Background: an optimization exercise with open tools, aiming at small area, a short achievable clock period and few clock cycles per item. Do not read the settings as production practice. RTL that was checked went through simulation tests only; none was proved equivalent to the original. Power figures rest on the tool's default switching activity, not on a simulated workload.

JK:
## modular_exponentiation_unit
module modular_exponentiation_unit
#(
    parameter int VALUE_WIDTH = 32
) (
    input  wire logic                   i_clk,
    input  wire logic                   i_rst_n,
    input  wire logic                   i_start,
    input  wire logic [VALUE_WIDTH-1:0] i_base_value,
    input  wire logic                   i_is_last,
    output logic                        o_busy,
    output logic                        o_done,
    output logic [VALUE_WIDTH-1:0]      o_power_value,
    output logic                        o_last_out,
    input  wire logic                   i_cfg_we,
    input  wire logic [modexp_pkg::CFG_IDX_W-1:0]  i_cfg_index,
    input  wire logic [modexp_pkg::CFG_DATA_W-1:0] i_cfg_data
);
    localparam int W = VALUE_WIDTH;
    logic [W-1:0] r_exponent, r_modulus, exponent;
    logic         r_exp_rst;    
    always_ff @(posedge i_clk) begin
        if (!i_rst_n) begin
            r_modulus  <= modexp_pkg::MODULUS_RESET[W-1:0];
        end else if (i_cfg_we && i_cfg_index == modexp_pkg::CFG_MODULUS) begin
            r_modulus  <= i_cfg_data[W-1:0];
        end
        if (!i_rst_n) begin
            r_exp_rst  <= 1'b1;
        end else if (i_cfg_we && i_cfg_index == modexp_pkg::CFG_EXPONENT) begin
            r_exp_rst  <= 1'b0;
        end
        if (i_rst_n && i_cfg_we && i_cfg_index == modexp_pkg::CFG_EXPONENT) begin
            r_exponent <= i_cfg_data[W-1:0];
        end
    end
    assign exponent = r_exp_rst ? modexp_pkg::EXPONENT_RESET[W-1:0] : r_exponent;
    logic       exp_lt2, mod_lt2, exp_bit;
    logic [4:0] j, cnt;
    logic       idle, init, run, mul, last, next_mul, fast_red;
    assign exp_lt2 = (exponent[W-1:1] == '0);
    assign mod_lt2 = (r_modulus[W-1:1] == '0);
    assign exp_bit = exponent[j];
    modexp_ctrl #(
        .VALUE_WIDTH(VALUE_WIDTH)
    ) u_ctrl (
        .i_clk      (i_clk),
        .i_rst_n    (i_rst_n),
        .i_start    (i_start),
  ...
Size: roughly 1,500 cells after synthesis, ~180 flip-flops, roughly 110 I/O pins, ~0.014 sq mm of cells after synthesis.
export LEC_CHECK = 0
export CAP_MARGIN = 20
export CORE_MARGIN = 2
export CORE_UTILIZATION = 40
export SETUP_SLACK_MARGIN = 4.75
export SLEW_MARGIN = 20
create_clock -name core_clock -period 9.0 [get_ports {i_clk}]
standard.sh (not shown) runs the stock make flow with config.mk's settings and CLKGATE_MAP_FILE= SYNTH_SCRIPT=/design/flow/synth_recipe.tcl, a recipe that flattens the netlist after the stock synthesis.
==> flow/flow/run.sh <==
#!/bin/bash
# the standard layout, with the port buffers made from the smallest buffer cell
set -euo pipefail
export BUFFER_PORTS_ARGS="-buffer_cell sky130_fd_sc_hd__buf_1"
bash standard.sh > standard.log 2>&1
## Diff of input files: MS against JK
diff --git a/flow/design.v b/flow/design.v
--- a/flow/design.v
+++ b/flow/design.v
@@ -27,14 +27,13 @@
     output logic            o_run,         
     output logic            o_mul,         
     output logic            o_last,        
     output logic            o_next_mul,    
     output logic            o_fast_red,    
     input  wire logic       i_sq_first,    
-    input  wire logic [4:0] i_acc_lz,      
-    input  wire logic       i_acc_le1,     
+    input  wire logic [1:0] i_acc_lz,      
     output logic            o_busy,
     output logic            o_done
 );
     typedef enum logic [1:0] {
         S_IDLE,
         S_INIT,
@@ -44,15 +43,13 @@
     t_state     r_state, n_state;
     logic [4:0] r_j, n_j;
     logic [4:0] r_cnt, n_cnt;
     logic       r_mul, n_mul;
     logic       r_busy, n_busy;
     logic       r_done, n_done;
-    logic last;
-    assign last   = (r_state == S_RUN) && ((r_cnt == 5'd31) || (i_sq_first && i_acc_le1));
-    assign o_last = last;
+    assign o_last = (r_state == S_RUN) && (r_cnt == 5'd31);
     always_comb begin
         n_state = r_state;
         n_j     = r_j;
         n_cnt   = r_cnt;
         n_mul   = r_mul;
         n_busy  = r_busy;
@@ -87,15 +84,14 @@
                     n_cnt   = i_mod_msb ? 5'd31 : 5'd0;
                 end else begin
                     n_j = r_j - 5'd1;
                 end
             end
             S_RUN: begin
-                n_cnt = i_sq_first ? i_acc_lz + 5'd1 : r_cnt + 5'd1;
-                if (last) begin
-                    n_cnt = 5'd0;
+                n_cnt = i_sq_first ? {3'd0, i_acc_lz} + 5'd1 : r_cnt + 5'd1;
+                if (r_cnt == 5'd31) begin
                     if (!r_mul && i_exp_bit) begin
                         n_mul = 1'b1;
                     end else if (r_j == 5'd0) begin
                         n_state = S_IDLE;
                         n_busy  = 1'b0;
                         n_done  = 1'b1;
@@ -301,31 +297,23 @@
         .o_mul      (mul),
         .o_last     (last),
         .o_next_mul (next_mul),
         .o_fast_red (fast_red),
         .i_sq_first (sq_first),
         .i_acc_lz   (acc_lz),
-        .i_acc_le1  (acc_le1),
         .o_busy     (o_busy),
         .o_done     (o_done)
     );
     logic [W-1:0] r_base, r_acc, r_p;
     logic         r_a_bit, r_tag, r_first, r_keep;
     logic [W-1:0] base_d, p_next, b_op;
     logic         r_first_step, a_other;
     logic         sq_first;
-    logic [4:0]   acc_lz, acc_idx;
-    logic         acc_le1;
+    logic [1:0]   acc_lz;
     assign sq_first = run && r_first_step && !mul;
-    always_comb begin
-        acc_lz = 5'd30;
-        for (int i = 1; i < W; i++) begin
-            if (r_acc[i]) acc_lz = W - 1 - i;
-        end
-    end
-    assign acc_le1 = (r_acc[W-1:1] == '0);
+    assign acc_lz   = r_acc[W-1] ? 2'd0 : r_acc[W-2] ? 2'd1 : r_acc[W-3] ? 2'd2 : 2'd3;
     logic         acc_bit;
     assign b_op = r_first ? {{(W-1){1'b0}}, 1'b1} : r_acc;
     modexp_dp #(
         .VALUE_WIDTH(VALUE_WIDTH)
     ) u_dp (
         .i_p      (r_p),
@@ -338,17 +326,17 @@
     always_comb begin
         if (idle)            base_d = i_base_value;
         else if (run && mul && !(r_first && r_modulus[W-1]))
                              base_d = {r_base[W-2:0], r_base[W-1]};
         else                 base_d = r_base;
     end
-    assign acc_idx = sq_first ? acc_lz : cnt;
-    assign acc_bit = r_acc[5'd30 - acc_idx];
+    assign acc_bit = r_acc[5'd30 - cnt];
     always_comb begin
         if (fast_red)      a_other = r_base[0];
         else if (next_mul) a_other = base_d[W-1];
+        else if (sq_first) a_other = r_acc[5'd30 - {3'd0, acc_lz}];
         else if (run)      a_other = acc_bit;
         else               a_other = 1'b0;
     end
     always_ff @(posedge i_clk) begin
         r_base <= base_d;
         if (idle) begin
@@ -365,12 +353,12 @@
         if (init || last) begin
             r_acc <= p_next;
         end
         if (fast_red)  r_p <= {1'b0, r_base[W-1:1]};
         else           r_p <= (run && !last) ? p_next : '0;
         r_first_step <= !(run && !last);
-        r_a_bit <= (last && !next_mul) ? 1'b1 : a_other;
+        r_a_bit <= (last && !next_mul) ? |p_next[W-1:W-4] : a_other;
     end
     assign o_power_value = r_acc;
     assign o_last_out    = r_tag;
 endmodule
 `default_nettype wire
Findings:
Compared with JK, in MS global-route track usage on met3 level; xor/xnor cell area share of the yosys netlist saw little to no change; number of multi-input combinational cells fell 35; sequential power fell about 10%; total design power lost 14%.
Final cell area excluding filler cells delta for MS relative to JK: 3.6% lower
Peak fanout along the critical path for MS is higher than for JK.
Diff JK -> MS: mean post-synth cell area rose by 1.9%; worst setup slack up 0.10 ns; part of the power in combinational logic lower.
Testbench counts of MS, summed over its fixed seeds: cycles 365,233, items 256.
Function not checked in JK: the RTL went through the layout flow alone.

========
== before ==
The RTL this note starts from:
==> flow/design.v <==
`default_nettype none
package modexp_pkg;
    localparam int CFG_DATA_W = 32;
    localparam int CFG_IDX_W  = 2;
    localparam logic [CFG_IDX_W-1:0] CFG_EXPONENT = 2'd0;
    localparam logic [CFG_IDX_W-1:0] CFG_MODULUS  = 2'd1;
    localparam logic [CFG_DATA_W-1:0] EXPONENT_RESET = 32'd17;
    localparam logic [CFG_DATA_W-1:0] MODULUS_RESET  = 32'd3233;
endpackage
`default_nettype wire
`default_nettype none
module modexp_ctrl
#(
    parameter int VALUE_WIDTH = 32
) (
    input  wire logic       i_clk,
    input  wire logic       i_rst_n,
    input  wire logic       i_start,
    input  wire logic       i_exp_lt2,
    input  wire logic       i_mod_lt2,
    input  wire logic       i_exp_bit,     
    input  wire logic       i_mod_msb,     
    output logic [4:0]      o_j,           
    output logic [4:0]      o_cnt,         
    output logic            o_idle,        
    output logic            o_init,        
    output logic            o_run,         
    output logic            o_mul,         
    output logic            o_last,        
    output logic            o_next_mul,    
    output logic            o_fast_red,    
    input  wire logic       i_p_msb,       
    output logic            o_busy,
    output logic            o_done
);
    typedef enum logic [1:0] {
        S_IDLE,
        S_INIT,
        S_SCAN,
        S_RUN
    } t_state;
    t_state     r_state, n_state;
    logic [4:0] r_j, n_j;
    logic [4:0] r_cnt, n_cnt;
    logic       r_mul, n_mul;
    logic       r_busy, n_busy;
    logic       r_done, n_done;
    assign o_last = (r_state == S_RUN) && (r_cnt == 5'd31);
    always_comb begin
        n_state = r_state;
        n_j     = r_j;
        n_cnt   = r_cnt;
        n_mul   = r_mul;
        n_busy  = r_busy;
        n_done  = 1'b0;
        case (r_state)
            S_IDLE: begin
                if (i_start) begin
                    n_state = S_INIT;
                    n_busy  = 1'b1;
                end
            end
            S_INIT: begin
                n_j   = 5'd31;
                n_cnt = 5'd0;
                if (i_exp_lt2) begin
                    n_state = S_RUN;
                    n_mul   = 1'b1;
                    n_cnt   = 5'd31;
                    n_j     = 5'd0;
                end else if (i_mod_lt2) begin
                    n_state = S_IDLE;
                    n_busy  = 1'b0;
                    n_done  = 1'b1;
                end else begin
                    n_state = S_SCAN;
                end
            end
            S_SCAN: begin
                if (i_exp_bit) begin
                    n_state = S_RUN;
                    n_mul   = 1'b1;
                    n_cnt   = i_mod_msb ? 5'd31 : 5'd0;
                end else begin
                    n_j = r_j - 5'd1;
                end
            end
            S_RUN: begin
                n_cnt = r_cnt + 5'd1;
                if (r_cnt == 5'd31) begin
                    if (!r_mul && i_exp_bit) begin
                        n_mul = 1'b1;
                    end else if (r_j == 5'd0) begin
                        n_state = S_IDLE;
                        n_busy  = 1'b0;
                        n_done  = 1'b1;
                    end else begin
                        n_j   = r_j - 5'd1;
                        n_mul = 1'b0;
                        n_cnt = {4'd0, !i_p_msb};
                    end
                end
            end
            default: begin
                n_state = S_IDLE;
                n_busy  = 1'b0;
            end
        endcase
    end
    always_ff @(posedge i_clk) begin
        if (!i_rst_n) begin
            r_state <= S_IDLE;
            r_busy  <= 1'b0;
            r_done  <= 1'b0;
        end else begin
            r_state <= n_state;
            r_busy  <= n_busy;
            r_done  <= n_done;
        end
        r_j   <= n_j;
        r_cnt <= n_cnt;
        r_mul <= n_mul;
    end
    assign o_j        = r_j;
    assign o_cnt      = r_cnt;
    assign o_idle     = (r_state == S_IDLE);
    assign o_init     = (r_state == S_INIT);
    assign o_run      = (r_state == S_RUN);
    assign o_mul      = r_mul;
    assign o_next_mul = (n_state == S_RUN) && n_mul;
    assign o_fast_red = ((r_state == S_SCAN) && i_exp_bit && i_mod_msb) ||
                        ((r_state == S_INIT) && i_exp_lt2);
    assign o_busy     = r_busy;
    assign o_done     = r_done;
endmodule
`default_nettype wire
`default_nettype none
module modexp_dp
#(
    parameter int VALUE_WIDTH = 32,
    parameter int ADD_ARCH    = 1
) (
    input  wire logic [VALUE_WIDTH-1:0] i_p,
    input  wire logic [VALUE_WIDTH-1:0] i_b,
    input  wire logic                   i_a_bit,
    input  wire logic [VALUE_WIDTH-1:0] i_m,
    input  wire logic                   i_keep,    
    output logic      [VALUE_WIDTH-1:0] o_p_next
);
    localparam int W = VALUE_WIDTH;
    localparam int X = W + 3;    
    logic [X-1:0] x, y, nm1, nm2;
    logic [X-1:0] s1, c1, s2, c2;
    logic [X-1:0] t0, t1, t2;
    assign x   = {2'b00, i_p, 1'b0};
    assign y   = i_a_bit ? {3'b000, i_b} : '0;
    assign nm1 = ~{3'b000, i_m};
    assign nm2 = ~{2'b00, i_m, 1'b0};
    assign s1 = x ^ y ^ nm1;
    assign c1 = (x & y) | (x & nm1) | (y & nm1);
    assign s2 = x ^ y ^ nm2;
    assign c2 = (x & y) | (x & nm2) | (y & nm2);
    modexp_add #(.N(X), .ARCH(ADD_ARCH)) u_add0 (.i_a(x),  .i_b(y),                   .i_ci(1'b0), .o_sum(t0));
    modexp_add #(.N(X), .ARCH(ADD_ARCH)) u_add1 (.i_a(s1), .i_b({c1[X-2:0], 1'b0}), .i_ci(1'b1), .o_sum(t1));
    modexp_add #(.N(X), .ARCH(ADD_ARCH)) u_add2 (.i_a(s2), .i_b({c2[X-2:0], 1'b0}), .i_ci(1'b1), .o_sum(t2));
    always_comb begin
        if (!t2[X-1] && !i_keep)      o_p_next = t2[W-1:0];
        else if (!t1[X-1] && !i_keep) o_p_next = t1[W-1:0];
        else               o_p_next = t0[W-1:0];
    end
endmodule
module modexp_add
#(
    parameter int N    = 35,
    parameter int ARCH = 0
) (
    input  wire logic [N-1:0] i_a,
    input  wire logic [N-1:0] i_b,
    input  wire logic         i_ci,
    output logic      [N-1:0] o_sum
);
    localparam int L = $clog2(N);
    logic [N-1:0] g0, p0;
    logic [N-1:0] g [0:2*L];
    logic [N-1:0] p [0:2*L];
    logic [N:0]   c;
    assign g0 = i_a & i_b;
    assign p0 = i_a ^ i_b;
    always_comb begin
        for (int l = 0; l <= 2*L; l++) begin
            g[l] = '0;
            p[l] = '0;
        end
        g[0] = g0;
        p[0] = p0;
        g[0][0] = g0[0] | (p0[0] & i_ci);
        if (ARCH == 1) begin
            for (int l = 0; l < L; l++) begin
                g[l+1] = g[l];
                p[l+1] = p[l];
                for (int k = 0; k < N; k++) begin
                    if (((k >> l) & 1) == 1) begin
                        g[l+1][k] = g[l][k] | (p[l][k] & g[l][((k >> l) << l) - 1]);
                        p[l+1][k] = p[l][k] & p[l][((k >> l) << l) - 1];
                    end
                end
            end
            for (int l = L; l < 2*L; l++) begin
                g[l+1] = g[l];
                p[l+1] = p[l];
            end
        end else begin
            for (int l = 0; l < L; l++) begin
                g[l+1] = g[l];
                p[l+1] = p[l];
                for (int k = 0; k < N; k++) begin
                    if ((k % (1 << (l+1))) == (1 << (l+1)) - 1) begin
                        g[l+1][k] = g[l][k] | (p[l][k] & g[l][k - (1 << l)]);
                        p[l+1][k] = p[l][k] & p[l][k - (1 << l)];
                    end
                end
            end
            for (int l = L - 1; l >= 0; l--) begin
                g[2*L-l] = g[2*L-l-1];
                p[2*L-l] = p[2*L-l-1];
                for (int k = 0; k < N; k++) begin
                    if (k >= (1 << (l+1)) && (k % (1 << (l+1))) == (1 << l) - 1) begin
                        g[2*L-l][k] = g[2*L-l-1][k] | (p[2*L-l-1][k] & g[2*L-l-1][k - (1 << l)]);
                        p[2*L-l][k] = p[2*L-l-1][k] & p[2*L-l-1][k - (1 << l)];
                    end
                end
            end
        end
    end
    assign c     = {g[2*L], i_ci};
    assign o_sum = p0 ^ c[N-1:0];
endmodule
`default_nettype wire
`default_nettype none
module modular_exponentiation_unit
#(
    parameter int VALUE_WIDTH = 32
) (
    input  wire logic                   i_clk,
    input  wire logic                   i_rst_n,
    input  wire logic                   i_start,
    input  wire logic [VALUE_WIDTH-1:0] i_base_value,
    input  wire logic                   i_is_last,
    output logic                        o_busy,
    output logic                        o_done,
    output logic [VALUE_WIDTH-1:0]      o_power_value,
    output logic                        o_last_out,
    input  wire logic                   i_cfg_we,
    input  wire logic [modexp_pkg::CFG_IDX_W-1:0]  i_cfg_index,
    input  wire logic [modexp_pkg::CFG_DATA_W-1:0] i_cfg_data
);
    localparam int W = VALUE_WIDTH;
    logic [W-1:0] r_exponent, r_modulus, exponent;
    logic         r_exp_rst;    
    always_ff @(posedge i_clk) begin
        if (!i_rst_n) begin
            r_modulus  <= modexp_pkg::MODULUS_RESET[W-1:0];
        end else if (i_cfg_we && i_cfg_index == modexp_pkg::CFG_MODULUS) begin
            r_modulus  <= i_cfg_data[W-1:0];
        end
        if (!i_rst_n) begin
            r_exp_rst  <= 1'b1;
        end else if (i_cfg_we && i_cfg_index == modexp_pkg::CFG_EXPONENT) begin
            r_exp_rst  <= 1'b0;
        end
        if (i_rst_n && i_cfg_we && i_cfg_index == modexp_pkg::CFG_EXPONENT) begin
            r_exponent <= i_cfg_data[W-1:0];
        end
    end
    assign exponent = r_exp_rst ? modexp_pkg::EXPONENT_RESET[W-1:0] : r_exponent;
    logic       exp_lt2, mod_lt2, exp_bit;
    logic [4:0] j, cnt;
    logic       idle, init, run, mul, last, next_mul, fast_red;
    assign exp_lt2 = (exponent[W-1:1] == '0);
    assign mod_lt2 = (r_modulus[W-1:1] == '0);
    assign exp_bit = exponent[j];
    modexp_ctrl #(
        .VALUE_WIDTH(VALUE_WIDTH)
    ) u_ctrl (
        .i_clk      (i_clk),
        .i_rst_n    (i_rst_n),
        .i_start    (i_start),
        .i_exp_lt2  (exp_lt2),
        .i_mod_lt2  (mod_lt2),
        .i_exp_bit  (exp_bit),
        .i_mod_msb  (r_modulus[W-1]),
        .o_j        (j),
        .o_cnt      (cnt),
        .o_idle     (idle),
        .o_init     (init),
        .o_run      (run),
        .o_mul      (mul),
        .o_last     (last),
        .o_next_mul (next_mul),
        .o_fast_red (fast_red),
        .i_p_msb    (p_next[W-1]),
        .o_busy     (o_busy),
        .o_done     (o_done)
    );
    logic [W-1:0] r_base, r_acc, r_p;
    logic         r_a_bit, r_tag, r_first, r_keep;
    logic [W-1:0] base_d, p_next, b_op;
    logic         acc_bit;
    assign b_op = r_first ? {{(W-1){1'b0}}, 1'b1} : r_acc;
    modexp_dp #(
        .VALUE_WIDTH(VALUE_WIDTH)
    ) u_dp (
        .i_p      (r_p),
        .i_b      (b_op),
        .i_a_bit  (r_a_bit),
        .i_m      (r_modulus),
        .i_keep   (r_keep),
        .o_p_next (p_next)
    );
    always_comb begin
        if (idle)            base_d = i_base_value;
        else if (run && mul && !(r_first && r_modulus[W-1]))
                             base_d = {r_base[W-2:0], r_base[W-1]};
        else                 base_d = r_base;
    end
    assign acc_bit = r_acc[5'd30 - cnt];
    always_ff @(posedge i_clk) begin
        r_base <= base_d;
        if (idle) begin
            r_tag <= i_is_last;
        end
        if (init) begin
            r_keep <= exp_lt2;
        end
        if (init) begin
            r_first <= 1'b1;
        end else if (last) begin
            r_first <= 1'b0;
        end
        if (init || last) begin
            r_acc <= p_next;
        end
        if (fast_red)  r_p <= {1'b0, r_base[W-1:1]};
        else           r_p <= (run && !last) ? p_next : '0;
        if (fast_red)  r_a_bit <= r_base[0];
        else if (next_mul) r_a_bit <= base_d[W-1];
        else if (last) r_a_bit <= p_next[W-1] | p_next[W-2];   
        else if (run)  r_a_bit <= acc_bit;
        else           r_a_bit <= 1'b0;
    end
    assign o_power_value = r_acc;
    assign o_last_out    = r_tag;
endmodule
`default_nettype wire
Settings: LEC_CHECK=0, CAP_MARGIN=20, CORE_MARGIN=2, CORE_UTILIZATION=40, SETUP_SLACK_MARGIN=5, SLEW_MARGIN=20; clock period 9.0 ns.
Scripts as last shown in full above: flow/flow/run.sh
Testbench counts of before, summed over its fixed seeds: cycles 369,088, items 256.
Input-level comparison between after and before:
-- flow/design.v --
<<< before, line 144
    input  wire logic [VALUE_WIDTH-1:0] i_b,
    input  wire logic                   i_a_bit,
    input  wire logic [VALUE_WIDTH-1:0] i_m,
    input  wire logic                   i_keep,    
>>> after, line 144
    input  wire logic [VALUE_WIDTH-1:0] i_b,
    input  wire logic                   i_a_bit,
    input  wire logic                   i_a_bit_n,   
    input  wire logic [VALUE_WIDTH-1:0] i_m,
    input  wire logic                   i_keep,    
<<< before, line 154
    logic [X-1:0] t0, t1, t2;
    assign x   = {2'b00, i_p, 1'b0};
    assign y   = i_a_bit ? {3'b000, i_b} : '0;
    assign nm1 = ~{3'b000, i_m};
    assign nm2 = ~{2'b00, i_m, 1'b0};
>>> after, line 155
    logic [X-1:0] t0, t1, t2;
    assign x   = {2'b00, i_p, 1'b0};
    assign y   = {3'b000, (i_a_bit_n ? '0 : i_b[W-1:W/2]), (i_a_bit ? i_b[W/2-1:0] : '0)};
    assign nm1 = ~{3'b000, i_m};
    assign nm2 = ~{2'b00, i_m, 1'b0};
<<< before, line 304
    );
    logic [W-1:0] r_base, r_acc, r_p;
    logic         r_a_bit, r_tag, r_first, r_keep;
    logic [W-1:0] base_d, p_next, b_op;
    logic         acc_bit;
>>> after, line 305
    );
    logic [W-1:0] r_base, r_acc, r_p;
    logic         r_a_bit, r_a_bit_n, r_tag, r_first, r_keep;
    logic         a_bit_d;
    logic [W-1:0] base_d, p_next, b_op;
    logic         acc_bit;
<<< before, line 314
        .i_b      (b_op),
        .i_a_bit  (r_a_bit),
        .i_m      (r_modulus),
        .i_keep   (r_keep),
>>> after, line 316
        .i_b      (b_op),
        .i_a_bit  (r_a_bit),
        .i_a_bit_n(r_a_bit_n),
        .i_m      (r_modulus),
        .i_keep   (r_keep),
<<< before, line 325
    end
    assign acc_bit = r_acc[5'd30 - cnt];
    always_ff @(posedge i_clk) begin
        r_base <= base_d;
>>> after, line 328
    end
    assign acc_bit = r_acc[5'd30 - cnt];
    always_comb begin
        if (fast_red)      a_bit_d = r_base[0];
        else if (next_mul) a_bit_d = base_d[W-1];
        else if (last)     a_bit_d = p_next[W-1] | p_next[W-2];   
        else if (run)      a_bit_d = acc_bit;
        else               a_bit_d = 1'b0;
    end
    always_ff @(posedge i_clk) begin
        r_base <= base_d;
<<< before, line 343
        if (fast_red)  r_p <= {1'b0, r_base[W-1:1]};
        else           r_p <= (run && !last) ? p_next : '0;
        if (fast_red)  r_a_bit <= r_base[0];
        else if (next_mul) r_a_bit <= base_d[W-1];
        else if (last) r_a_bit <= p_next[W-1] | p_next[W-2];   
        else if (run)  r_a_bit <= acc_bit;
        else           r_a_bit <= 1'b0;
    end
    assign o_power_value = r_acc;
>>> after, line 353
        if (fast_red)  r_p <= {1'b0, r_base[W-1:1]};
        else           r_p <= (run && !last) ? p_next : '0;
        r_a_bit   <= a_bit_d;
        r_a_bit_n <= !a_bit_d;
    end
    assign o_power_value = r_acc;
==> results.txt <==
before has higher post-cts resize count than after. Of after and before, the run reporting the higher fraction of standard cell area in multi-input logic was after. Between before and after, the flow reports final routed wirelength across all metal layers increasing by a few percent. after against before: sequential share of layout area went down by 1.4 points, number of cell rows went up by about 1.5%, internal power went up by 2.0%, signed area change from the synthesized netlist to the final layout went up by 5.1 points. after does better than before on time the final worst path needs with I/O delays and setup. Lower flip-flop and latch count among after and before: before.
Testbench counts of after, summed over its fixed seeds: cycles 369,088, items 256.

-- separate check: timing with driven ports --
How much do the figures lean on ideal ports? The routed layouts below were timed once more, with nothing changed but the port constraints.
Step 1 sets driving cells, clkbuf_16 on the clock port and buf_2 on the other inputs (assumed; they add their load-dependent delay and slew).
Step 2, shift: input delay + t, output delay - t, t = (earliest + latest rising clock arrival at the registers) / 2. This alone moves slack from input paths to output paths.
Three values: no drivers, after step 1, after step 2; two values: the first two.
run	t (ns)	setup WS [ns]	hold slack, ns	worst setup path at the end	cell pins on the clock port's net
JK	0.491	4.761 / 4.761 / 4.761	0.503 / 0.503 / 0.503	register to register	1
MS	0.514	4.863 / 4.863 / 4.863	0.494 / 0.494 / 0.494	register to register	1
before	0.492	4.734 / 4.734 / 4.734	0.493 / 0.493 / 0.493	register to register	1
after	0.498	4.813 / 4.813 / 4.813	0.485 / 0.485 / 0.485	register to register	1
After both steps setup and hold are still met in every run listed.
